This design comes from an exercise in tuning for small area, a short achievable clock period and few clock cycles per item on the open sky130 flow, not from production work.
For this run, only the layout was checked, not whether the RTL still works.
Power is estimated from default activity; no workload was simulated.

==> flow/flow/run.sh <==
#!/bin/bash
# The standard layout, with the ports buffered by buf_1 cells instead of the
# default choice of buffer cell.
set -euo pipefail
export BUFFER_PORTS_ARGS="-buffer_cell sky130_fd_sc_hd__buf_1"
bash standard.sh > standard.log 2>&1
==> flow/standard.sh <==
#!/bin/bash
# synth_recipe.tcl (not shown) runs the flow's synth.tcl, then flattens the netlist and writes it again
# the make line also repeats each setting of config.mk as NAME=value (left out here)
make -C /OpenROAD-flow-scripts/flow DESIGN_CONFIG=/design/flow/config.mk WORK_HOME=/design/flow/orfs CLKGATE_MAP_FILE= SYNTH_SCRIPT=/design/flow/synth_recipe.tcl "${@:-finish}"
==> flow/config.mk <==
export PLATFORM = sky130hd
export DESIGN_NAME = tx_zc_phase_gen
export DESIGN_NICKNAME = tx_zc_phase_gen
export VERILOG_FILES = /design/flow/design.v
export SDC_FILE = /design/flow/constraint.sdc
export NUM_CORES = 4
export LEC_CHECK = 0
export CAP_MARGIN = 20
export CORE_MARGIN = 2
export CORE_UTILIZATION = 40
export CTS_BUF_LIST = sky130_fd_sc_hd__clkbuf_8
export CTS_CLUSTER_DIAMETER = 60
export CTS_CLUSTER_SIZE = 20
export SETUP_SLACK_MARGIN = 4.0
export SLEW_MARGIN = 20
==> flow/constraint.sdc <==
create_clock -name core_clock -period 8.0 [get_ports {sys_clk}]
set_input_delay 1.6000 -clock core_clock [delete_from_list [all_inputs] [get_ports {sys_clk}]]
set_output_delay 1.6000 -clock core_clock [all_outputs]
set_load 0.01 [all_outputs]
==> flow/design.v <==
package tx_zc_pkg;
    localparam int ZC_NZC_W_DEF = 12;
    localparam int ZC_OUT_W_DEF = 12;
    localparam int ZC_INV_W_DEF = 18;
    localparam int ZC_T_MULT = 24;
endpackage
module tx_zc_mul (
    input  logic        clk,
    input  logic        i_en,
    input  logic [16:0] i_th,
    input  logic [17:0] i_inv,
    output logic [11:0] o_y,
    output logic [16:0] o_p
);
    logic [18:0] thx;
    logic [8:0]  w_neg, w_one, w_two;
    logic [8:0]  neg, one, two;
    logic        r_dsgn;
    logic [18:0] pp0;
    logic [18:0] pp1;
    logic [18:0] pp2;
    logic [18:0] pp3;
    logic [18:0] pp4;
    logic [18:0] pp5;
    logic [18:0] pp6;
    logic [18:0] pp7;
    logic [18:0] pp8;
    logic [34:0] ra, rb;
    logic [34:6] r_a, r_b;
    logic        r_sgn, r_c6;
    logic [6:0]  w_l6;
    logic s1;
    logic c2;
    logic s3;
    logic c4;
    logic s5;
    logic c6;
    logic s7;
    logic c8;
    logic s9;
    logic c10;
    logic s11;
    logic c12;
    logic s13;
    logic c14;
    logic s15;
    logic c16;
    logic s17;
    logic c18;
    logic s19;
    logic c20;
    logic s21;
    logic c22;
    logic s23;
    logic c24;
    logic s25;
    logic c26;
    logic s27;
    logic c28;
    logic s29;
    logic c30;
    logic s31;
    logic c32;
    logic s33;
    logic c34;
    logic s35;
    logic c36;
    logic s37;
    logic c38;
    logic s39;
    logic c40;
    logic s41;
    logic c42;
    logic s43;
    logic c44;
    logic s45;
    logic c46;
    logic s47;
    logic c48;
    logic s49;
    logic c50;
    logic s51;
    logic c52;
    logic s53;
    logic c54;
    logic s55;
    logic c56;
    logic s57;
    logic c58;
    logic s59;
    logic c60;
    logic s61;
    logic c62;
    logic s63;
    logic c64;
    logic s65;
    logic c66;
    logic s67;
    logic c68;
    logic s69;
    logic c70;
    logic s71;
    logic c72;
    logic s73;
    logic c74;
    logic s75;
    logic c76;
    logic s77;
    logic c78;
    logic s79;
    logic c80;
    logic s81;
    logic c82;
    logic s83;
    logic c84;
    logic s85;
    logic c86;
    logic s87;
    logic c88;
    logic s89;
    logic c90;
    logic s91;
    logic c92;
    logic s93;
    logic c94;
    logic s95;
    logic c96;
    logic s97;
    logic c98;
    logic s99;
    logic c100;
    logic s101;
    logic c102;
    logic s103;
    logic c104;
    logic s105;
    logic c106;
    logic s107;
    logic c108;
    logic s109;
    logic c110;
    logic s111;
    logic c112;
    logic s113;
    logic c114;
    logic s115;
    logic c116;
    logic s117;
    logic c118;
    logic s119;
    logic c120;
    logic s121;
    logic c122;
    logic s123;
    logic c124;
    logic s125;
    logic c126;
    logic s127;
    logic c128;
    logic s129;
    logic c130;
    logic s131;
    logic c132;
    logic s133;
    logic c134;
    logic s135;
    logic c136;
    logic s137;
    logic c138;
    logic s139;
    logic c140;
    logic s141;
    logic c142;
    logic s143;
    logic c144;
    logic s145;
    logic c146;
    logic s147;
    logic c148;
    logic s149;
    logic c150;
    logic s151;
    logic c152;
    logic s153;
    logic c154;
    logic s155;
    logic c156;
    logic s157;
    logic c158;
    logic s159;
    logic c160;
    logic s161;
    logic c162;
    logic s163;
    logic c164;
    logic s165;
    logic c166;
    logic s167;
    logic c168;
    logic s169;
    logic c170;
    logic s171;
    logic c172;
    logic s173;
    logic c174;
    logic s175;
    logic c176;
    logic s177;
    logic c178;
    logic s179;
    logic c180;
    logic s181;
    logic c182;
    logic s183;
    logic c184;
    logic s185;
    logic c186;
    logic s187;
    logic c188;
    logic s189;
    logic c190;
    logic s191;
    logic c192;
    logic s193;
    logic c194;
    logic s195;
    logic c196;
    logic s197;
    logic c198;
    logic s199;
    logic c200;
    logic s201;
    logic c202;
    logic s203;
    logic c204;
    logic s205;
    logic c206;
    logic s207;
    logic c208;
    logic s209;
    logic c210;
    logic s211;
    logic c212;
    logic s213;
    logic c214;
    logic s215;
    logic c216;
    logic s217;
    logic c218;
    logic s219;
    logic c220;
    logic s221;
    logic c222;
    logic s223;
    logic c224;
    logic s225;
    logic c226;
    logic s227;
    logic c228;
    logic s229;
    logic c230;
    logic s231;
    logic c232;
    logic s233;
    logic c234;
    logic s235;
    logic c236;
    logic s237;
    logic c238;
    logic s239;
    logic c240;
    logic s241;
    logic c242;
    logic s243;
    logic c244;
    logic s245;
    logic c246;
    logic s247;
    logic c248;
    logic s249;
    logic c250;
    logic s251;
    logic c252;
    logic s253;
    logic c254;
    logic s255;
    logic c256;
    logic s257;
    logic c258;
    logic s259;
    logic c260;
    logic s261;
    logic c262;
    logic s263;
    logic c264;
    logic s265;
    logic c266;
    logic s267;
    logic c268;
    logic s269;
    logic c270;
    logic s271;
    logic c272;
    logic s273;
    logic c274;
    logic s275;
    logic c276;
    logic s277;
    logic c278;
    logic s279;
    logic c280;
    logic s281;
    logic c282;
    logic s283;
    logic c284;
    logic s285;
    logic c286;
    logic s287;
    logic c288;
    logic s289;
    logic c290;
    logic s291;
    logic c292;
    logic s293;
    logic c294;
    logic s295;
    logic c296;
    logic s297;
    logic c298;
    logic s299;
    logic c300;
    logic s301;
    logic c302;
    logic s303;
    logic c304;
    logic s305;
    logic c306;
    assign thx = {i_th[16], i_th, 1'b0};
    always_comb begin
        for (int i = 0; i < 9; i++) begin
            w_neg[i] = thx[2*i+2] & ~(thx[2*i+1] & thx[2*i]);
            w_one[i] = thx[2*i+1] ^ thx[2*i];
            w_two[i] = (thx[2*i+2] & ~thx[2*i+1] & ~thx[2*i]) | (~thx[2*i+2] & thx[2*i+1] & thx[2*i]);
        end
    end
    always_ff @(posedge clk) begin
        if (i_en) begin
            neg    <= w_neg;
            one    <= w_one;
            two    <= w_two;
            r_dsgn <= i_th[16];
        end
    end
    assign pp0 = (({19{one[0]}} & {1'b0, i_inv}) | ({19{two[0]}} & {i_inv, 1'b0})) ^ {19{neg[0]}};
    assign pp1 = (({19{one[1]}} & {1'b0, i_inv}) | ({19{two[1]}} & {i_inv, 1'b0})) ^ {19{neg[1]}};
    assign pp2 = (({19{one[2]}} & {1'b0, i_inv}) | ({19{two[2]}} & {i_inv, 1'b0})) ^ {19{neg[2]}};
    assign pp3 = (({19{one[3]}} & {1'b0, i_inv}) | ({19{two[3]}} & {i_inv, 1'b0})) ^ {19{neg[3]}};
    assign pp4 = (({19{one[4]}} & {1'b0, i_inv}) | ({19{two[4]}} & {i_inv, 1'b0})) ^ {19{neg[4]}};
    assign pp5 = (({19{one[5]}} & {1'b0, i_inv}) | ({19{two[5]}} & {i_inv, 1'b0})) ^ {19{neg[5]}};
    assign pp6 = (({19{one[6]}} & {1'b0, i_inv}) | ({19{two[6]}} & {i_inv, 1'b0})) ^ {19{neg[6]}};
    assign pp7 = (({19{one[7]}} & {1'b0, i_inv}) | ({19{two[7]}} & {i_inv, 1'b0})) ^ {19{neg[7]}};
    assign pp8 = (({19{one[8]}} & {1'b0, i_inv}) | ({19{two[8]}} & {i_inv, 1'b0})) ^ {19{neg[8]}};
    assign s1 = pp0[16] ^ pp1[14];
    assign c2 = pp0[16] & pp1[14];
    assign s3 = pp0[17] ^ pp1[15];
    assign c4 = pp0[17] & pp1[15];
    assign s5 = pp0[18] ^ pp1[16];
    assign c6 = pp0[18] & pp1[16];
    assign s7 = pp1[17] ^ pp2[15];
    assign c8 = pp1[17] & pp2[15];
    assign s9 = pp1[18] ^ pp2[16];
    assign c10 = pp1[18] & pp2[16];
    assign s11 = ~neg[1] ^ pp2[17];
    assign c12 = ~neg[1] & pp2[17];
    assign s13 = pp0[10] ^ pp1[8];
    assign c14 = pp0[10] & pp1[8];
    assign s15 = pp0[11] ^ pp1[9];
    assign c16 = pp0[11] & pp1[9];
    assign s17 = pp0[12] ^ pp1[10] ^ pp2[8];
    assign c18 = (pp0[12] & pp1[10]) | (pp0[12] & pp2[8]) | (pp1[10] & pp2[8]);
    assign s19 = pp3[6] ^ pp4[4];
    assign c20 = pp3[6] & pp4[4];
    assign s21 = pp0[13] ^ pp1[11] ^ pp2[9];
    assign c22 = (pp0[13] & pp1[11]) | (pp0[13] & pp2[9]) | (pp1[11] & pp2[9]);
    assign s23 = pp3[7] ^ pp4[5];
    assign c24 = pp3[7] & pp4[5];
    assign s25 = pp0[14] ^ pp1[12] ^ pp2[10];
    assign c26 = (pp0[14] & pp1[12]) | (pp0[14] & pp2[10]) | (pp1[12] & pp2[10]);
    assign s27 = pp3[8] ^ pp4[6] ^ pp5[4];
    assign c28 = (pp3[8] & pp4[6]) | (pp3[8] & pp5[4]) | (pp4[6] & pp5[4]);
    assign s29 = pp6[2] ^ pp7[0];
    assign c30 = pp6[2] & pp7[0];
    assign s31 = pp0[15] ^ pp1[13] ^ pp2[11];
    assign c32 = (pp0[15] & pp1[13]) | (pp0[15] & pp2[11]) | (pp1[13] & pp2[11]);
    assign s33 = pp3[9] ^ pp4[7] ^ pp5[5];
    assign c34 = (pp3[9] & pp4[7]) | (pp3[9] & pp5[5]) | (pp4[7] & pp5[5]);
    assign s35 = pp6[3] ^ pp7[1];
    assign c36 = pp6[3] & pp7[1];
    assign s37 = pp2[12] ^ pp3[10] ^ pp4[8];
    assign c38 = (pp2[12] & pp3[10]) | (pp2[12] & pp4[8]) | (pp3[10] & pp4[8]);
    assign s39 = pp5[6] ^ pp6[4] ^ pp7[2];
    assign c40 = (pp5[6] & pp6[4]) | (pp5[6] & pp7[2]) | (pp6[4] & pp7[2]);
    assign s41 = pp8[0] ^ neg[8] ^ s1;
    assign c42 = (pp8[0] & neg[8]) | (pp8[0] & s1) | (neg[8] & s1);
    assign s43 = pp2[13] ^ pp3[11] ^ pp4[9];
    assign c44 = (pp2[13] & pp3[11]) | (pp2[13] & pp4[9]) | (pp3[11] & pp4[9]);
    assign s45 = pp5[7] ^ pp6[5] ^ pp7[3];
    assign c46 = (pp5[7] & pp6[5]) | (pp5[7] & pp7[3]) | (pp6[5] & pp7[3]);
    assign s47 = pp8[1] ^ s3 ^ c2;
    assign c48 = (pp8[1] & s3) | (pp8[1] & c2) | (s3 & c2);
    assign s49 = pp2[14] ^ pp3[12] ^ pp4[10];
    assign c50 = (pp2[14] & pp3[12]) | (pp2[14] & pp4[10]) | (pp3[12] & pp4[10]);
    assign s51 = pp5[8] ^ pp6[6] ^ pp7[4];
    assign c52 = (pp5[8] & pp6[6]) | (pp5[8] & pp7[4]) | (pp6[6] & pp7[4]);
    assign s53 = pp8[2] ^ s5 ^ c4;
    assign c54 = (pp8[2] & s5) | (pp8[2] & c4) | (s5 & c4);
    assign s55 = pp3[13] ^ pp4[11] ^ pp5[9];
    assign c56 = (pp3[13] & pp4[11]) | (pp3[13] & pp5[9]) | (pp4[11] & pp5[9]);
    assign s57 = pp6[7] ^ pp7[5] ^ pp8[3];
    assign c58 = (pp6[7] & pp7[5]) | (pp6[7] & pp8[3]) | (pp7[5] & pp8[3]);
    assign s59 = neg[0] ^ s7 ^ c6;
    assign c60 = (neg[0] & s7) | (neg[0] & c6) | (s7 & c6);
    assign s61 = pp3[14] ^ pp4[12] ^ pp5[10];
    assign c62 = (pp3[14] & pp4[12]) | (pp3[14] & pp5[10]) | (pp4[12] & pp5[10]);
    assign s63 = pp6[8] ^ pp7[6] ^ pp8[4];
    assign c64 = (pp6[8] & pp7[6]) | (pp6[8] & pp8[4]) | (pp7[6] & pp8[4]);
    assign s65 = neg[0] ^ s9 ^ c8;
    assign c66 = (neg[0] & s9) | (neg[0] & c8) | (s9 & c8);
    assign s67 = pp3[15] ^ pp4[13] ^ pp5[11];
    assign c68 = (pp3[15] & pp4[13]) | (pp3[15] & pp5[11]) | (pp4[13] & pp5[11]);
    assign s69 = pp6[9] ^ pp7[7] ^ pp8[5];
    assign c70 = (pp6[9] & pp7[7]) | (pp6[9] & pp8[5]) | (pp7[7] & pp8[5]);
    assign s71 = ~neg[0] ^ s11 ^ c10;
    assign c72 = (~neg[0] & s11) | (~neg[0] & c10) | (s11 & c10);
    assign s73 = pp2[18] ^ pp3[16] ^ pp4[14];
    assign c74 = (pp2[18] & pp3[16]) | (pp2[18] & pp4[14]) | (pp3[16] & pp4[14]);
    assign s75 = pp5[12] ^ pp6[10] ^ pp7[8];
    assign c76 = (pp5[12] & pp6[10]) | (pp5[12] & pp7[8]) | (pp6[10] & pp7[8]);
    assign s77 = ~(pp8[6] ^ c12);
    assign c78 = pp8[6] | c12;
    assign s79 = ~neg[2] ^ pp3[17] ^ pp4[15];
    assign c80 = (~neg[2] & pp3[17]) | (~neg[2] & pp4[15]) | (pp3[17] & pp4[15]);
    assign s81 = pp5[13] ^ pp6[11] ^ pp7[9];
    assign c82 = (pp5[13] & pp6[11]) | (pp5[13] & pp7[9]) | (pp6[11] & pp7[9]);
    assign s83 = pp3[18] ^ pp4[16] ^ pp5[14];
    assign c84 = (pp3[18] & pp4[16]) | (pp3[18] & pp5[14]) | (pp4[16] & pp5[14]);
    assign s85 = pp6[12] ^ pp7[10];
    assign c86 = pp6[12] & pp7[10];
    assign s87 = ~neg[3] ^ pp4[17] ^ pp5[15];
    assign c88 = (~neg[3] & pp4[17]) | (~neg[3] & pp5[15]) | (pp4[17] & pp5[15]);
    assign s89 = pp4[18] ^ pp5[16];
    assign c90 = pp4[18] & pp5[16];
    assign s91 = pp0[6] ^ pp1[4];
    assign c92 = pp0[6] & pp1[4];
    assign s93 = pp0[7] ^ pp1[5];
    assign c94 = pp0[7] & pp1[5];
    assign s95 = pp0[8] ^ pp1[6] ^ pp2[4];
    assign c96 = (pp0[8] & pp1[6]) | (pp0[8] & pp2[4]) | (pp1[6] & pp2[4]);
    assign s97 = pp3[2] ^ pp4[0];
    assign c98 = pp3[2] & pp4[0];
    assign s99 = pp0[9] ^ pp1[7] ^ pp2[5];
    assign c100 = (pp0[9] & pp1[7]) | (pp0[9] & pp2[5]) | (pp1[7] & pp2[5]);
    assign s101 = pp3[3] ^ pp4[1];
    assign c102 = pp3[3] & pp4[1];
    assign s103 = pp2[6] ^ pp3[4] ^ pp4[2];
    assign c104 = (pp2[6] & pp3[4]) | (pp2[6] & pp4[2]) | (pp3[4] & pp4[2]);
    assign s105 = pp5[0] ^ neg[5] ^ s13;
    assign c106 = (pp5[0] & neg[5]) | (pp5[0] & s13) | (neg[5] & s13);
    assign s107 = pp2[7] ^ pp3[5] ^ pp4[3];
    assign c108 = (pp2[7] & pp3[5]) | (pp2[7] & pp4[3]) | (pp3[5] & pp4[3]);
    assign s109 = pp5[1] ^ s15 ^ c14;
    assign c110 = (pp5[1] & s15) | (pp5[1] & c14) | (s15 & c14);
    assign s111 = pp5[2] ^ pp6[0] ^ neg[6];
    assign c112 = (pp5[2] & pp6[0]) | (pp5[2] & neg[6]) | (pp6[0] & neg[6]);
    assign s113 = s17 ^ s19 ^ c16;
    assign c114 = (s17 & s19) | (s17 & c16) | (s19 & c16);
    assign s115 = pp5[3] ^ pp6[1] ^ s21;
    assign c116 = (pp5[3] & pp6[1]) | (pp5[3] & s21) | (pp6[1] & s21);
    assign s117 = s23 ^ c18 ^ c20;
    assign c118 = (s23 & c18) | (s23 & c20) | (c18 & c20);
    assign s119 = neg[7] ^ s25 ^ s27;
    assign c120 = (neg[7] & s25) | (neg[7] & s27) | (s25 & s27);
    assign s121 = s29 ^ c22 ^ c24;
    assign c122 = (s29 & c22) | (s29 & c24) | (c22 & c24);
    assign s123 = s31 ^ s33 ^ s35;
    assign c124 = (s31 & s33) | (s31 & s35) | (s33 & s35);
    assign s125 = c26 ^ c28 ^ c30;
    assign c126 = (c26 & c28) | (c26 & c30) | (c28 & c30);
    assign s127 = s37 ^ s39 ^ s41;
    assign c128 = (s37 & s39) | (s37 & s41) | (s39 & s41);
    assign s129 = c32 ^ c34 ^ c36;
    assign c130 = (c32 & c34) | (c32 & c36) | (c34 & c36);
    assign s131 = s43 ^ s45 ^ s47;
    assign c132 = (s43 & s45) | (s43 & s47) | (s45 & s47);
    assign s133 = c38 ^ c40 ^ c42;
    assign c134 = (c38 & c40) | (c38 & c42) | (c40 & c42);
    assign s135 = s49 ^ s51 ^ s53;
    assign c136 = (s49 & s51) | (s49 & s53) | (s51 & s53);
    assign s137 = c44 ^ c46 ^ c48;
    assign c138 = (c44 & c46) | (c44 & c48) | (c46 & c48);
    assign s139 = s55 ^ s57 ^ s59;
    assign c140 = (s55 & s57) | (s55 & s59) | (s57 & s59);
    assign s141 = c50 ^ c52 ^ c54;
    assign c142 = (c50 & c52) | (c50 & c54) | (c52 & c54);
    assign s143 = s61 ^ s63 ^ s65;
    assign c144 = (s61 & s63) | (s61 & s65) | (s63 & s65);
    assign s145 = c56 ^ c58 ^ c60;
    assign c146 = (c56 & c58) | (c56 & c60) | (c58 & c60);
    assign s147 = s67 ^ s69 ^ s71;
    assign c148 = (s67 & s69) | (s67 & s71) | (s69 & s71);
    assign s149 = c62 ^ c64 ^ c66;
    assign c150 = (c62 & c64) | (c62 & c66) | (c64 & c66);
    assign s151 = s73 ^ s75 ^ s77;
    assign c152 = (s73 & s75) | (s73 & s77) | (s75 & s77);
    assign s153 = c68 ^ c70 ^ c72;
    assign c154 = (c68 & c70) | (c68 & c72) | (c70 & c72);
    assign s155 = pp8[7] ^ s79 ^ s81;
    assign c156 = (pp8[7] & s79) | (pp8[7] & s81) | (s79 & s81);
    assign s157 = c74 ^ c76 ^ c78;
    assign c158 = (c74 & c76) | (c74 & c78) | (c76 & c78);
    assign s159 = ~(pp8[8] ^ s83);
    assign c160 = pp8[8] | s83;
    assign s161 = s85 ^ c80 ^ c82;
    assign c162 = (s85 & c80) | (s85 & c82) | (c80 & c82);
    assign s163 = pp6[13] ^ pp7[11] ^ pp8[9];
    assign c164 = (pp6[13] & pp7[11]) | (pp6[13] & pp8[9]) | (pp7[11] & pp8[9]);
    assign s165 = s87 ^ c84 ^ c86;
    assign c166 = (s87 & c84) | (s87 & c86) | (c84 & c86);
    assign s167 = pp6[14] ^ pp7[12] ^ pp8[10];
    assign c168 = (pp6[14] & pp7[12]) | (pp6[14] & pp8[10]) | (pp7[12] & pp8[10]);
    assign s169 = ~(s89 ^ c88);
    assign c170 = s89 | c88;
    assign s171 = ~neg[4] ^ pp5[17] ^ pp6[15];
    assign c172 = (~neg[4] & pp5[17]) | (~neg[4] & pp6[15]) | (pp5[17] & pp6[15]);
    assign s173 = pp7[13] ^ pp8[11] ^ c90;
    assign c174 = (pp7[13] & pp8[11]) | (pp7[13] & c90) | (pp8[11] & c90);
    assign s175 = pp5[18] ^ pp6[16] ^ pp7[14];
    assign c176 = (pp5[18] & pp6[16]) | (pp5[18] & pp7[14]) | (pp6[16] & pp7[14]);
    assign s177 = ~pp8[12];
    assign c178 = pp8[12];
    assign s179 = ~neg[5] ^ pp6[17] ^ pp7[15];
    assign c180 = (~neg[5] & pp6[17]) | (~neg[5] & pp7[15]) | (pp6[17] & pp7[15]);
    assign s181 = pp6[18] ^ pp7[16];
    assign c182 = pp6[18] & pp7[16];
    assign s183 = pp0[4] ^ pp1[2];
    assign c184 = pp0[4] & pp1[2];
    assign s185 = pp0[5] ^ pp1[3] ^ pp2[1];
    assign c186 = (pp0[5] & pp1[3]) | (pp0[5] & pp2[1]) | (pp1[3] & pp2[1]);
    assign s187 = pp2[2] ^ pp3[0] ^ neg[3];
    assign c188 = (pp2[2] & pp3[0]) | (pp2[2] & neg[3]) | (pp3[0] & neg[3]);
    assign s189 = pp2[3] ^ pp3[1] ^ s93;
    assign c190 = (pp2[3] & pp3[1]) | (pp2[3] & s93) | (pp3[1] & s93);
    assign s191 = neg[4] ^ s95 ^ s97;
    assign c192 = (neg[4] & s95) | (neg[4] & s97) | (s95 & s97);
    assign s193 = s99 ^ s101 ^ c96;
    assign c194 = (s99 & s101) | (s99 & c96) | (s101 & c96);
    assign s195 = s103 ^ s105 ^ c100;
    assign c196 = (s103 & s105) | (s103 & c100) | (s105 & c100);
    assign s197 = s107 ^ s109 ^ c104;
    assign c198 = (s107 & s109) | (s107 & c104) | (s109 & c104);
    assign s199 = s111 ^ s113 ^ c108;
    assign c200 = (s111 & s113) | (s111 & c108) | (s113 & c108);
    assign s201 = s115 ^ s117 ^ c112;
    assign c202 = (s115 & s117) | (s115 & c112) | (s117 & c112);
    assign s203 = s119 ^ s121 ^ c116;
    assign c204 = (s119 & s121) | (s119 & c116) | (s121 & c116);
    assign s205 = s123 ^ s125 ^ c120;
    assign c206 = (s123 & s125) | (s123 & c120) | (s125 & c120);
    assign s207 = s127 ^ s129 ^ c124;
    assign c208 = (s127 & s129) | (s127 & c124) | (s129 & c124);
    assign s209 = s131 ^ s133 ^ c128;
    assign c210 = (s131 & s133) | (s131 & c128) | (s133 & c128);
    assign s211 = s135 ^ s137 ^ c132;
    assign c212 = (s135 & s137) | (s135 & c132) | (s137 & c132);
    assign s213 = s139 ^ s141 ^ c136;
    assign c214 = (s139 & s141) | (s139 & c136) | (s141 & c136);
    assign s215 = s143 ^ s145 ^ c140;
    assign c216 = (s143 & s145) | (s143 & c140) | (s145 & c140);
    assign s217 = s147 ^ s149 ^ c144;
    assign c218 = (s147 & s149) | (s147 & c144) | (s149 & c144);
    assign s219 = s151 ^ s153 ^ c148;
    assign c220 = (s151 & s153) | (s151 & c148) | (s153 & c148);
    assign s221 = s155 ^ s157 ^ c152;
    assign c222 = (s155 & s157) | (s155 & c152) | (s157 & c152);
    assign s223 = s159 ^ s161 ^ c156;
    assign c224 = (s159 & s161) | (s159 & c156) | (s161 & c156);
    assign s225 = s163 ^ s165 ^ c160;
    assign c226 = (s163 & s165) | (s163 & c160) | (s165 & c160);
    assign s227 = s167 ^ s169 ^ c164;
    assign c228 = (s167 & s169) | (s167 & c164) | (s169 & c164);
    assign s229 = s171 ^ s173 ^ c168;
    assign c230 = (s171 & s173) | (s171 & c168) | (s173 & c168);
    assign s231 = s175 ^ s177 ^ c172;
    assign c232 = (s175 & s177) | (s175 & c172) | (s177 & c172);
    assign s233 = pp8[13] ^ s179 ^ c176;
    assign c234 = (pp8[13] & s179) | (pp8[13] & c176) | (s179 & c176);
    assign s235 = ~(pp8[14] ^ s181);
    assign c236 = pp8[14] | s181;
    assign s237 = ~neg[6] ^ pp7[17] ^ pp8[15];
    assign c238 = (~neg[6] & pp7[17]) | (~neg[6] & pp8[15]) | (pp7[17] & pp8[15]);
    assign s239 = pp7[18] ^ pp8[16];
    assign c240 = pp7[18] & pp8[16];
    assign s241 = pp0[2] ^ pp1[0];
    assign c242 = pp0[2] & pp1[0];
    assign s243 = pp0[3] ^ pp1[1];
    assign c244 = pp0[3] & pp1[1];
    assign s245 = pp2[0] ^ neg[2] ^ s183;
    assign c246 = (pp2[0] & neg[2]) | (pp2[0] & s183) | (neg[2] & s183);
    assign s247 = ~(s185 ^ c184);
    assign c248 = s185 | c184;
    assign s249 = s91 ^ s187 ^ c186;
    assign c250 = (s91 & s187) | (s91 & c186) | (s187 & c186);
    assign s251 = c92 ^ s189 ^ c188;
    assign c252 = (c92 & s189) | (c92 & c188) | (s189 & c188);
    assign s253 = c94 ^ s191 ^ c190;
    assign c254 = (c94 & s191) | (c94 & c190) | (s191 & c190);
    assign s255 = c98 ^ s193 ^ c192;
    assign c256 = (c98 & s193) | (c98 & c192) | (s193 & c192);
    assign s257 = c102 ^ s195 ^ c194;
    assign c258 = (c102 & s195) | (c102 & c194) | (s195 & c194);
    assign s259 = c106 ^ s197 ^ c196;
    assign c260 = (c106 & s197) | (c106 & c196) | (s197 & c196);
    assign s261 = c110 ^ s199 ^ c198;
    assign c262 = (c110 & s199) | (c110 & c198) | (s199 & c198);
    assign s263 = c114 ^ s201 ^ c200;
    assign c264 = (c114 & s201) | (c114 & c200) | (s201 & c200);
    assign s265 = c118 ^ s203 ^ c202;
    assign c266 = (c118 & s203) | (c118 & c202) | (s203 & c202);
    assign s267 = c122 ^ s205 ^ c204;
    assign c268 = (c122 & s205) | (c122 & c204) | (s205 & c204);
    assign s269 = c126 ^ s207 ^ c206;
    assign c270 = (c126 & s207) | (c126 & c206) | (s207 & c206);
    assign s271 = c130 ^ s209 ^ c208;
    assign c272 = (c130 & s209) | (c130 & c208) | (s209 & c208);
    assign s273 = c134 ^ s211 ^ c210;
    assign c274 = (c134 & s211) | (c134 & c210) | (s211 & c210);
    assign s275 = c138 ^ s213 ^ c212;
    assign c276 = (c138 & s213) | (c138 & c212) | (s213 & c212);
    assign s277 = c142 ^ s215 ^ c214;
    assign c278 = (c142 & s215) | (c142 & c214) | (s215 & c214);
    assign s279 = c146 ^ s217 ^ c216;
    assign c280 = (c146 & s217) | (c146 & c216) | (s217 & c216);
    assign s281 = c150 ^ s219 ^ c218;
    assign c282 = (c150 & s219) | (c150 & c218) | (s219 & c218);
    assign s283 = c154 ^ s221 ^ c220;
    assign c284 = (c154 & s221) | (c154 & c220) | (s221 & c220);
    assign s285 = c158 ^ s223 ^ c222;
    assign c286 = (c158 & s223) | (c158 & c222) | (s223 & c222);
    assign s287 = c162 ^ s225 ^ c224;
    assign c288 = (c162 & s225) | (c162 & c224) | (s225 & c224);
    assign s289 = c166 ^ s227 ^ c226;
    assign c290 = (c166 & s227) | (c166 & c226) | (s227 & c226);
    assign s291 = c170 ^ s229 ^ c228;
    assign c292 = (c170 & s229) | (c170 & c228) | (s229 & c228);
    assign s293 = c174 ^ s231 ^ c230;
    assign c294 = (c174 & s231) | (c174 & c230) | (s231 & c230);
    assign s295 = c178 ^ s233 ^ c232;
    assign c296 = (c178 & s233) | (c178 & c232) | (s233 & c232);
    assign s297 = c180 ^ s235 ^ c234;
    assign c298 = (c180 & s235) | (c180 & c234) | (s235 & c234);
    assign s299 = c182 ^ s237 ^ c236;
    assign c300 = (c182 & s237) | (c182 & c236) | (s237 & c236);
    assign s301 = ~(s239 ^ c238);
    assign c302 = s239 | c238;
    assign s303 = ~neg[7] ^ pp8[17] ^ c240;
    assign c304 = (~neg[7] & pp8[17]) | (~neg[7] & c240) | (pp8[17] & c240);
    assign s305 = ~pp8[18];
    assign c306 = pp8[18];
    assign ra[0] = pp0[0];
    assign rb[0] = neg[0];
    assign ra[1] = pp0[1];
    assign rb[1] = 1'b0;
    assign ra[2] = neg[1];
    assign rb[2] = s241;
    assign ra[3] = s243;
    assign rb[3] = c242;
    assign ra[4] = s245;
    assign rb[4] = c244;
    assign ra[5] = s247;
    assign rb[5] = c246;
    assign ra[6] = s249;
    assign rb[6] = c248;
    assign ra[7] = s251;
    assign rb[7] = c250;
    assign ra[8] = s253;
    assign rb[8] = c252;
    assign ra[9] = s255;
    assign rb[9] = c254;
    assign ra[10] = s257;
    assign rb[10] = c256;
    assign ra[11] = s259;
    assign rb[11] = c258;
    assign ra[12] = s261;
    assign rb[12] = c260;
    assign ra[13] = s263;
    assign rb[13] = c262;
    assign ra[14] = s265;
    assign rb[14] = c264;
    assign ra[15] = s267;
    assign rb[15] = c266;
    assign ra[16] = s269;
    assign rb[16] = c268;
    assign ra[17] = s271;
    assign rb[17] = c270;
    assign ra[18] = s273;
    assign rb[18] = c272;
    assign ra[19] = s275;
    assign rb[19] = c274;
    assign ra[20] = s277;
    assign rb[20] = c276;
    assign ra[21] = s279;
    assign rb[21] = c278;
    assign ra[22] = s281;
    assign rb[22] = c280;
    assign ra[23] = s283;
    assign rb[23] = c282;
    assign ra[24] = s285;
    assign rb[24] = c284;
    assign ra[25] = s287;
    assign rb[25] = c286;
    assign ra[26] = s289;
    assign rb[26] = c288;
    assign ra[27] = s291;
    assign rb[27] = c290;
    assign ra[28] = s293;
    assign rb[28] = c292;
    assign ra[29] = s295;
    assign rb[29] = c294;
    assign ra[30] = s297;
    assign rb[30] = c296;
    assign ra[31] = s299;
    assign rb[31] = c298;
    assign ra[32] = s301;
    assign rb[32] = c300;
    assign ra[33] = s303;
    assign rb[33] = c302;
    assign ra[34] = s305;
    assign rb[34] = c304;
    assign w_l6 = {1'b0, ra[5:0]} + {1'b0, rb[5:0]};
    always_ff @(posedge clk) begin
        if (i_en) begin
            r_a   <= ra[34:6];
            r_b   <= rb[34:6];
            r_sgn <= r_dsgn;
            r_c6  <= w_l6[6];
        end
    end
    logic [22:6] w_lo;
    logic [17:0] w_sum;
    assign w_sum = {r_a[22:6], r_c6} + {r_b[22:6], r_c6};
    assign w_lo  = w_sum[17:1];
    assign o_p  = w_lo[22:6];
    logic [34:17] w_p, w_o, w_g;
    logic         w_z0, w_z1;
    assign w_p   = r_a[34:17] ^ r_b[34:17];
    assign w_o   = r_a[34:17] | r_b[34:17];
    assign w_g   = r_a[34:17] & r_b[34:17];
    assign w_z0  = !w_lo[17] && (w_o[33:17] == w_p[34:18]);
    assign w_z1  = w_lo[17] && (w_g[33:17] == ~w_p[34:18]);
    assign o_y   = (w_z0 || w_z1) ? w_lo[17:6] : (r_sgn ? 12'h800 : 12'h7ff);
endmodule
module tx_zc_phase_gen #(
    parameter int NZC_W  = tx_zc_pkg::ZC_NZC_W_DEF,
    parameter int OUT_W  = tx_zc_pkg::ZC_OUT_W_DEF,
    parameter int INV_W  = tx_zc_pkg::ZC_INV_W_DEF,
    parameter int PH_W   = NZC_W + 5
) (
    input  logic             sys_clk,
    input  logic             rst,
    input  logic             start,
    input  logic             abort,
    input  logic [NZC_W-1:0] zc_N_zc,
    input  logic [NZC_W-1:0] zc_len,
    input  logic [NZC_W-1:0] zc_start_index,
    input  logic [PH_W-1:0]  zc_Q,
    input  logic [PH_W-1:0]  zc_P,
    input  logic [INV_W-1:0] zc_inv_T,
    input  logic             theta_ready,
    output logic             theta_valid,
    output logic [OUT_W-1:0] theta_data,
    output logic             theta_last,
    output logic             busy,
    output logic             cfg_err
);
    logic        r_busy, r_idle, r_cfg_err;
    logic        r_ph_q2;    
    logic        r_ph_e0;    
    logic        r_ph_run;   
    logic        r_ph_w1;    
    logic        r_ph_w2;    
    logic        r_ph_w3;    
    logic        r_s1_valid, r_s1_last, r_s2_valid, r_s2_last, r_out_valid, r_out_last;
    logic [11:0] r_out_data;
    logic [11:0] r_nzc;          
    logic [13:0] r_t3;           
    logic [16:0] r_q;            
    logic [16:0] r_p;            
    logic [17:0] r_inv;          
    logic [11:0] r_rem;          
    logic [11:0] r_skip;         
    logic [11:0]        r_mc;    
    logic               r_wrap;  
    logic               r_usep;  
    logic [16:0]        r_th;    
    logic [16:0]        r_e;     
    logic [4:0]         r_z;     
    logic [4:0]         r_pm;    
    logic [13:0] w_3n;
    logic [14:0] w_qc_a, w_qc_b, w_qc_s, w_qc_c, w_qc_r;
    logic [14:0] w_pc_s, w_pc_c, w_pc_r;
    logic [15:0] w_q2_a, w_q2_b, w_q2_s, w_q2_c, w_q2x;
    logic        w_cfg_ok, w_accept, w_adv, w_step, w_done, w_last_step;
    logic [16:0] w_t, w_half, w_hm, w_x;
    logic [16:0] w_q2;
    logic [18:0] w_tha, w_thb, w_tnx, w_ths, w_s1, w_c1, w_ths_m;
    logic [16:0] w_th_nxt;
    logic        w_wrap_nxt, w_e0_nxt;
    logic [16:0] w_ea;
    logic [18:0] w_eq, w_tx, w_ed, w_s3, w_c3, w_edt;
    logic [16:0] w_e_nxt;
    logic [1:0]  w_p3;
    logic [4:0]  w_pm;
    logic [3:0]  w_zl_s;
    logic [4:0]  w_z_nxt;
    logic [3:0]  w_pl12;
    logic [4:0]  w_pm12;
    logic [17:0] w_mul_b;
    logic [11:0] w_sat;
    logic [16:0] w_prod;
    logic        w_th_ld;
    logic [16:0] w_th_d;
    assign w_qc_a   = {3'b000, zc_N_zc};
    assign w_qc_b   = ~{1'b0, zc_N_zc, 2'b00};
    assign w_qc_s   = w_qc_a ^ w_qc_b ^ {1'b0, zc_Q[16:3]};
    assign w_qc_c   = {(w_qc_a[13:0] & w_qc_b[13:0]) | ((w_qc_a[13:0] | w_qc_b[13:0]) & zc_Q[16:3]), 1'b1};
    assign w_qc_r   = w_qc_s + w_qc_c;
    assign w_pc_s   = w_qc_a ^ w_qc_b ^ {1'b0, zc_P[16:3]};
    assign w_pc_c   = {(w_qc_a[13:0] & w_qc_b[13:0]) | ((w_qc_a[13:0] | w_qc_b[13:0]) & zc_P[16:3]), 1'b1};
    assign w_pc_r   = w_pc_s + w_pc_c;
    assign w_cfg_ok = (zc_N_zc[11:2] != '0 || zc_N_zc[1:0] == 2'd3) && (zc_len != '0) &&
                      (zc_start_index < zc_len) && w_qc_r[14] && w_pc_r[14];
    assign w_accept = !r_busy && start && w_cfg_ok;
    assign w_adv       = !(r_out_valid && !theta_ready);
    assign w_step      = w_adv && r_ph_run;
    assign w_last_step = (r_rem == 12'd1);
    assign w_done      = r_out_valid && r_out_last && theta_ready;
    assign w_t    = {r_t3, 3'b000};
    assign w_half = {1'b0, r_t3, 2'b00};
    assign w_3n    = 14'(r_nzc) + {1'b0, r_nzc, 1'b0};
    assign w_q2_a  = {4'b0000, r_nzc};
    assign w_q2_b  = ~{2'b00, r_nzc, 2'b00};
    assign w_q2_s  = w_q2_a ^ w_q2_b ^ {1'b0, r_q[16:2]};
    assign w_q2_c  = {(w_q2_a[14:0] & w_q2_b[14:0]) | ((w_q2_a[14:0] | w_q2_b[14:0]) & r_q[16:2]), 1'b1};
    assign w_q2x   = w_q2_s + w_q2_c;
    assign w_q2    = w_q2x[15] ? {r_q[15:0], 1'b0} : {w_q2x[13:0], r_q[1:0], 1'b0};
    assign w_tha  = {2'b00, r_th};
    assign w_thb  = {2'b00, r_e};
    assign w_tnx  = ~{2'b00, w_t};
    assign w_ths  = w_tha + w_thb;
    assign w_s1   = w_tha ^ w_thb ^ w_tnx;
    assign w_c1   = {(w_tha[17:0] & w_thb[17:0]) | (w_tha[17:0] & w_tnx[17:0]) | (w_thb[17:0] & w_tnx[17:0]), 1'b1};
    assign w_ths_m = w_s1 + w_c1;
    assign w_th_nxt = w_ths_m[18] ? w_ths[16:0] : w_ths_m[16:0];
    assign w_hm = r_ph_w1 ? 17'd0 : w_half;
    assign w_x  = r_th - w_hm;
    assign w_ea   = r_usep ? r_p : r_e;
    assign w_eq   = ~{2'b00, r_q};
    assign w_tx   = {2'b00, w_t};
    assign w_ed   = {2'b00, w_ea} - {2'b00, r_q};
    assign w_s3   = {2'b00, w_ea} ^ w_eq ^ w_tx;
    assign w_c3   = {({1'b0, w_ea} & w_eq[17:0]) | ({1'b0, w_ea} & w_tx[17:0]) | (w_eq[17:0] & w_tx[17:0]), 1'b1};
    assign w_edt  = w_s3 + w_c3;
    assign w_e_nxt = w_ed[18] ? w_edt[16:0] : w_ed[16:0];
    function automatic logic [1:0] add3(input logic [1:0] a, input logic [1:0] b);
        case ({a, b})
            4'b0000: add3 = 2'd0;  4'b0001: add3 = 2'd1;  4'b0010: add3 = 2'd2;
            4'b0100: add3 = 2'd1;  4'b0101: add3 = 2'd2;  4'b0110: add3 = 2'd0;
            4'b1000: add3 = 2'd2;  4'b1001: add3 = 2'd0;  4'b1010: add3 = 2'd1;
            default: add3 = 2'd0;
        endcase
    endfunction
    function automatic logic [1:0] red3(input logic [1:0] g);
        red3 = {g[1] & ~g[0], g[0] & ~g[1]};
    endfunction
    always_comb begin
        logic [1:0] r0, r1, r2, r3, r4, r5, r6;
        r0 = red3(r_p[4:3]);   r1 = red3(r_p[6:5]);   r2 = red3(r_p[8:7]);
        r3 = red3(r_p[10:9]);  r4 = red3(r_p[12:11]); r5 = red3(r_p[14:13]);
        r6 = red3(r_p[16:15]);
        w_p3 = add3(add3(add3(r0, r1), add3(r2, r3)), add3(add3(r4, r5), r6));
    end
    assign w_pm = {w_p3, r_p[2:0]};
    assign w_zl_s  = {1'b0, r_z[2:0]} + {1'b0, r_pm[2:0]};
    assign w_z_nxt = {add3(add3(r_z[4:3], r_pm[4:3]), {1'b0, w_zl_s[3]}), w_zl_s[2:0]};
    assign w_pl12  = {1'b0, w_pm[2:0]} + 4'd4;
    assign w_pm12  = {add3(add3(w_pm[4:3], 2'd1), {1'b0, w_pl12[3]}), w_pl12[2:0]};
    always_comb begin
        if (r_ph_e0)      w_th_d = w_half;
        else if (r_ph_w3) w_th_d = w_prod;
        else if (r_wrap)  w_th_d = {12'd0, r_z};
        else              w_th_d = w_th_nxt;
    end
    assign w_th_ld = r_ph_e0 || (w_adv && (r_ph_run || r_ph_w3));
    assign w_mul_b = r_ph_w2 ? {r_nzc, 6'b000000} : r_inv;
    tx_zc_mul u_mul (.clk(sys_clk), .i_en(w_adv), .i_th(w_x), .i_inv(w_mul_b),
                     .o_y(w_sat), .o_p(w_prod));
    assign w_e0_nxt   = !rst && !abort && r_busy && r_ph_q2;
    assign w_wrap_nxt = r_ph_q2 ? 1'b0 : (w_step ? (!r_wrap && r_mc == 12'd2) : r_wrap);
    always_ff @(posedge sys_clk) begin
        if (rst || abort) begin
            r_busy      <= 1'b0;
            r_idle      <= 1'b1;
            r_ph_q2     <= 1'b0;
            r_ph_e0     <= 1'b0;
            r_ph_run    <= 1'b0;
            r_ph_w1     <= 1'b0;
            r_ph_w2     <= 1'b0;
            r_ph_w3     <= 1'b0;
            r_s1_valid  <= 1'b0;
            r_s1_last   <= 1'b0;
            r_s2_valid  <= 1'b0;
            r_s2_last   <= 1'b0;
            r_out_valid <= 1'b0;
            r_out_last  <= 1'b0;
            r_cfg_err   <= 1'b0;
        end else begin
            r_cfg_err <= !r_busy && start && !w_cfg_ok;
            if (!r_busy) begin
                r_busy  <= w_accept;
                r_idle  <= !w_accept;
                r_ph_q2 <= w_accept;
            end else begin
                if (w_done) begin
                    r_busy <= 1'b0;
                    r_idle <= 1'b1;
                end
                r_ph_q2 <= 1'b0;
                r_ph_e0 <= r_ph_q2;
                if (r_ph_e0) r_ph_run <= 1'b1;
                if (w_adv) begin
                    if (r_ph_run && (w_last_step || r_wrap)) r_ph_run <= 1'b0;
                    r_ph_w1 <= r_ph_run && !w_last_step && r_wrap;
                    r_ph_w2 <= r_ph_w1;
                    r_ph_w3 <= r_ph_w2;
                    if (r_ph_w3) r_ph_run <= 1'b1;
                end
            end
            if (w_adv) begin
                r_s1_valid  <= w_step && (r_skip == '0);
                r_s1_last   <= w_last_step;
                r_s2_valid  <= r_s1_valid;
                r_s2_last   <= r_s1_last;
                r_out_valid <= r_s2_valid;
                r_out_last  <= r_s2_last;
            end
        end
    end
    always_ff @(posedge sys_clk) begin
        if (r_idle) begin
            r_nzc  <= zc_N_zc;
            r_q    <= zc_Q;
            r_p    <= zc_P;
            r_inv  <= zc_inv_T;
            r_rem  <= zc_len;
            r_skip <= zc_start_index;
        end else begin
            if (r_ph_q2) r_q <= w_q2;
            if (w_step) begin
                r_rem <= r_rem - 12'd1;
                if (r_skip != '0) r_skip <= r_skip - 12'd1;
            end
        end
    end
    always_ff @(posedge sys_clk) begin
        if (w_th_ld) begin
            r_th <= w_th_d;
        end
        r_t3   <= w_3n;
        r_pm   <= w_pm;
        r_wrap <= w_wrap_nxt;
        r_usep <= w_e0_nxt || w_wrap_nxt;
        if (r_ph_q2) begin
            r_mc   <= r_nzc;
            r_z    <= w_pm12;
        end
        if (r_ph_e0) begin
            r_e <= w_e_nxt;
        end
        if (w_step) begin
            r_e <= w_e_nxt;
            if (r_wrap) begin
                r_z    <= w_z_nxt;
                r_mc   <= r_nzc;
            end else begin
                r_mc   <= r_mc - 12'd1;
            end
        end
        if (w_adv) begin
            r_out_data <= w_sat;
        end
    end
    assign theta_valid = r_out_valid;
    assign theta_data  = r_out_data;
    assign theta_last  = r_out_last;
    assign busy        = r_busy;
    assign cfg_err     = r_cfg_err;
endmodule
==> qor_table.md <==
| Metric | This run |
|:---|:---|
| Status | finished clean |
| Ports | 109 |
| Maximum number of pins on one net before global-route repair | 68 |
| Die Span Y | 265 um |
| Clock-pin slew on the worst setup and hold paths | 0.12 ns |
| FILL cells | 6,338 |
| Total DRC errors in the routed layout | 0 |
| Setup clock skew after layout | 0.0687 ns |
| Maximum clock insertion buffer count | 3 |
| Setup slack after placement | 3.20 ns |
| Slew Limit Headroom | 35.9% |
| Residual overflow from global routing | 0 |
| Wire length reported by the detailed router | 78,000 um |
| Via Count | 21,052 |
| Mapped Avg Cell Area | 9.60 um2 |
| Switch share | 48.4% |
| Number of H-tree levels | 2 |
| Register share of total power | 20.6% |
| Cts bufs inserted | 36 |
| Time the final worst path needs with I/O delays and setup | 4.00 ns |
| Share of the yosys chip area belonging to registers | 28.7% |
| Number of input and output port buffers inserted | 108 |
| Final total negative setup slack | 0 ns |
| Via density | 5.40 |
| Most used flip-flop cell after synthesis | sky130_fd_sc_hd__edfxtp_1 |
| Global-route usage over all layers | 21.7% |
| Worst slew pin tran | 0.961 ns |
| Critical Path Sink Type | register |
| Leakage power | 0.0138 uW |
| Ant diodes | 0 |
| Final-stage net count | 3,539 |
| Synth Instances | 2,838 |
| CTS tree | done |
| Chip width | 265 um |
| Final Max Tran Viols | 0 |
| Number of antenna violations at the first check in global routing | 1 |
| Count of final setup violators | 0 |
| Initial standard-cell utilization of the core | 40.5% |
| Number of global-route vias before repair | 21,487 |
| Core region area | 67,300 um2 |
| Most common library cell in the layout ignoring fill and taps | sky130_fd_sc_hd__inv_1 |
| Min setup slack post-route | 4.00 ns |
| Required @ worst endpoint | 8.35 ns |
| Last weighted congestion value of the routability-driven placer | 0.895 |
| Power Dens Cells | 495 nW/um2 |
| Number of synthesis warnings | 2 |
| Largest fanout of any net on the critical path | 16 |
| Post-DP HPWL | 59,500 um |
| Number of rows created at floorplan | 95 |
| Routed length per placed instance | 20.0 um |
| Die ar. | 70,200 um2 |
| Post-synth EDFFs | 233 |
| Register bit count reported by yosys | 274 |
| Setup repair after global routing missed its margin | yes |
| Internal power | 7890 uW |
| Portion of the clock cycle consumed by the worst path in the final layout | 50.0% |
| Switching power summed over all nets | 7390 uW |
| Critical Setup Path Class | register to register |
| Post-synthesis async set-or-reset flop share | 0% |
| First-pass iteration count of the detailed router | 5 |
| Wire length of the first global-routing pass | 120,000 um |
| Clock Root Buffer | sky130_fd_sc_hd__clkbuf_8 |
| Arrival time of data at the critical path endpoint | 4.35 ns |
| Post-route ant nets | 0 |
| CTS sink cnt | 274 |
| Nature of the critical path startpoint | register |
| Area grow syn2layout | 13.4% |
| Post-synthesis instance area | 27,200 um2 |
| Clock power share | 8.4% |
| Clock latency on the worst-skew pair | 0.65 ns |
| Max-cap viol count | 0 |
| Mapped Nets | 3,380 |
| Number of different library cells in the post-synthesis netlist | 80 |
| DRT iter0 DRCs | 1,570 |
| Share of post-route cells with drive strength above 1 | 10.6% |
| Min-delay worst type | register to register |
| Comb pwr share | 71.1% |
| Highest clock rate | 250 MHz |
| Final count of hold timing violations | 0 |
| Highest-count cells in the layout ignoring fill and taps | 491 x sky130_fd_sc_hd__inv_1, 255 x sky130_fd_sc_hd__ha_1, 233 x sky130_fd_sc_hd__edfxtp_1 |
| IR drop worst, VDD | 0.000615 V |
synth_stat cells, types with 37 or more instances:
cell type | count | area share, %
sky130_fd_sc_hd__a21oi_1 | 101 | 1.9
sky130_fd_sc_hd__a22oi_1 | 136 | 3.7
sky130_fd_sc_hd__buf_1 | 40 | 0.55
sky130_fd_sc_hd__clkbuf_1 | 72 | 0.99
sky130_fd_sc_hd__dfxtp_1 | 41 | 3.0
sky130_fd_sc_hd__edfxtp_1 | 233 | 26
sky130_fd_sc_hd__fa_1 | 188 | 14
sky130_fd_sc_hd__ha_1 | 261 | 12
sky130_fd_sc_hd__inv_1 | 498 | 6.9
sky130_fd_sc_hd__mux2i_1 | 63 | 2.3
sky130_fd_sc_hd__nand2_1 | 174 | 2.4
sky130_fd_sc_hd__nand2b_1 | 39 | 0.90
sky130_fd_sc_hd__nor2_1 | 126 | 1.7
sky130_fd_sc_hd__nor2b_1 | 37 | 0.85
sky130_fd_sc_hd__nor3_1 | 46 | 0.85
sky130_fd_sc_hd__o21ai_0 | 95 | 1.7
sky130_fd_sc_hd__xnor2_1 | 218 | 7.0
sky130_fd_sc_hd__xor2_1 | 113 | 3.6
path summary, 6_finish.rpt:
path / slack [ns] / from / cells after the start / endpoint
max reg2reg: 4.00 / r_usep$_DFF_P_ / 18 / r_e[16]$_DFFE_PP_
min: 0.44 / u_mul.r_dsgn$_DFFE_PN_ / 0 / u_mul.r_sgn$_DFFE_PN_
min reg2reg: 0.44 / u_mul.r_dsgn$_DFFE_PN_ / 0 / u_mul.r_sgn$_DFFE_PN_
max: 4.00 / r_usep$_DFF_P_ / 18 / r_e[16]$_DFFE_PP_
per-stage QoR:
| stage | instances | power (uW) | utilization [%] | hold slack, ns | cell area (um2) |
|---|---|---|---|---|---|
| floorplan | 2838 | 10100 | - | 0.346 | 27300 |
| global placement | 3729 | 13200 | 42.4 | 0.403 | 28500 |
| detailed placement | 3729 | 13600 | 42.4 | 0.407 | 28500 |
| CTS | 3823 | 14900 | 44.3 | 0.443 | 29800 |
| global route | 3897 | 17000 | 45.9 | 0.443 | 30900 |
| finish | 3897 | 15300 | 45.9 | 0.440 | 30900 |
sequential cells by signal, summed over array words and instances (netlist names), 14 cells and up:
signal / count
r_t3: 14
r_e: 17
r_th: 17
u_mul.r_b: 29
r_q: 17
u_mul.r_a: 29
r_p: 17
r_inv: 18
metal layers:
layer / part of all wire [%] / track usage, %
met5: 0.019 / 0
met4: 2.2 / 5.88
met3: 6.0 / 2.80
met2: 48 / 37.0
met1: 44 / 29.1
worst max-delay path, stage by stage (launching register included):
cell and delay, ns:
sky130_fd_sc_hd__dfxtp_4 0.38, sky130_fd_sc_hd__buf_12 0.15, sky130_fd_sc_hd__nand2_1 0.07, sky130_fd_sc_hd__o21a_1 0.14, sky130_fd_sc_hd__inv_1 0.08, sky130_fd_sc_hd__ha_4 0.28
sky130_fd_sc_hd__inv_2 0.05, sky130_fd_sc_hd__fa_2 0.38, sky130_fd_sc_hd__or2_4 0.28, sky130_fd_sc_hd__a21oi_4 0.22, sky130_fd_sc_hd__nor4_4 0.05, sky130_fd_sc_hd__buf_4 0.16
sky130_fd_sc_hd__o31ai_4 0.35, sky130_fd_sc_hd__o41ai_4 0.11, sky130_fd_sc_hd__o2111ai_2 0.25, sky130_fd_sc_hd__a21oi_2 0.10, sky130_fd_sc_hd__xnor2_2 0.15, sky130_fd_sc_hd__mux2_4 0.27
sky130_fd_sc_hd__a31o_4 0.22
power groups by stage:
stage                     registers [uW]  clock network (uW)  logic (uW)
after global routing                3170                1360       12500
after global placement              3210                   0        9970
final                               3140                1280       10900
after floorplan                     2900                   0        7180
after detailed placement            3210                   0       10300
after CTS                           3170                1310       10500
cells by family (layout without fill, tap and decap cells):
| family | count (synthesis) | count (layout) | share of synthesized area [%] |
|---|---|---|---|
| mux | 89 | 93 | 3.45 |
| compound gates | 531 | 531 | 13.2 |
| buf+inv | 619 | 801 | 8.58 |
| fa+ha+maj | 449 | 449 | 25.8 |
| simple gates | 545 | 545 | 9.58 |
| flops | 274 | 274 | 28.7 |
| xor+xnor | 331 | 331 | 10.6 |
repair_timing:
| item | in CTS | in global routing |
|---|---|---|
| cloned | 1 | 6 |
| pin swaps | 8 | 44 |
| resized for setup | 41 | 83 |
| setup endpoints to repair | 97 | 90 |
| setup buffers | 28 | 68 |
| hold buffers | 0 | 0 |
layout make-up:
| type | count | area, um2 | share of cell area, % |
|---|---|---|---|
| clock buffer | 36 | 495 | 1.60 |
| clock inverter | 29 | 363 | 1.18 |
| inverter | 502 | 1890 | 6.12 |
| multi-input combinational | 1949 | 17600 | 57.1 |
| sequential | 274 | 7830 | 25.4 |
| tap | 873 | 1090 | 3.54 |
| timing repair buffer | 234 | 1580 | 5.10 |

[static timing again, ports no longer ideal]
How much do the figures lean on ideal ports? The routed layout below was timed once more, with nothing changed but the port constraints.
Step 1 (the two cells are an assumption about what drives the block):
set clk [get_ports {sys_clk}]
set_driving_cell -lib_cell sky130_fd_sc_hd__clkbuf_16 $clk
set_driving_cell -lib_cell sky130_fd_sc_hd__buf_2 [delete_from_list [all_inputs] $clk]
Step 2 times the ports against the registers' clock, not the clock port: input delays grow and output delays shrink by t, the midpoint of the rising clock arrivals with the driver on.
Slacks: ideal ports / drivers / drivers and shift; pairs: ideal ports / drivers.
t, ns: 0.672
setup WS [ns]: 4.001 / 4.001 / 3.489
slew at the worst register clock pin (ns): 0.12 / 0.12
worst slew at a driven data input, ns: 0.10
After both steps setup and hold are still met in this run. For this run, drivers alone change the setup slack by 0.000 ns; drivers and shift together by -0.512 ns.
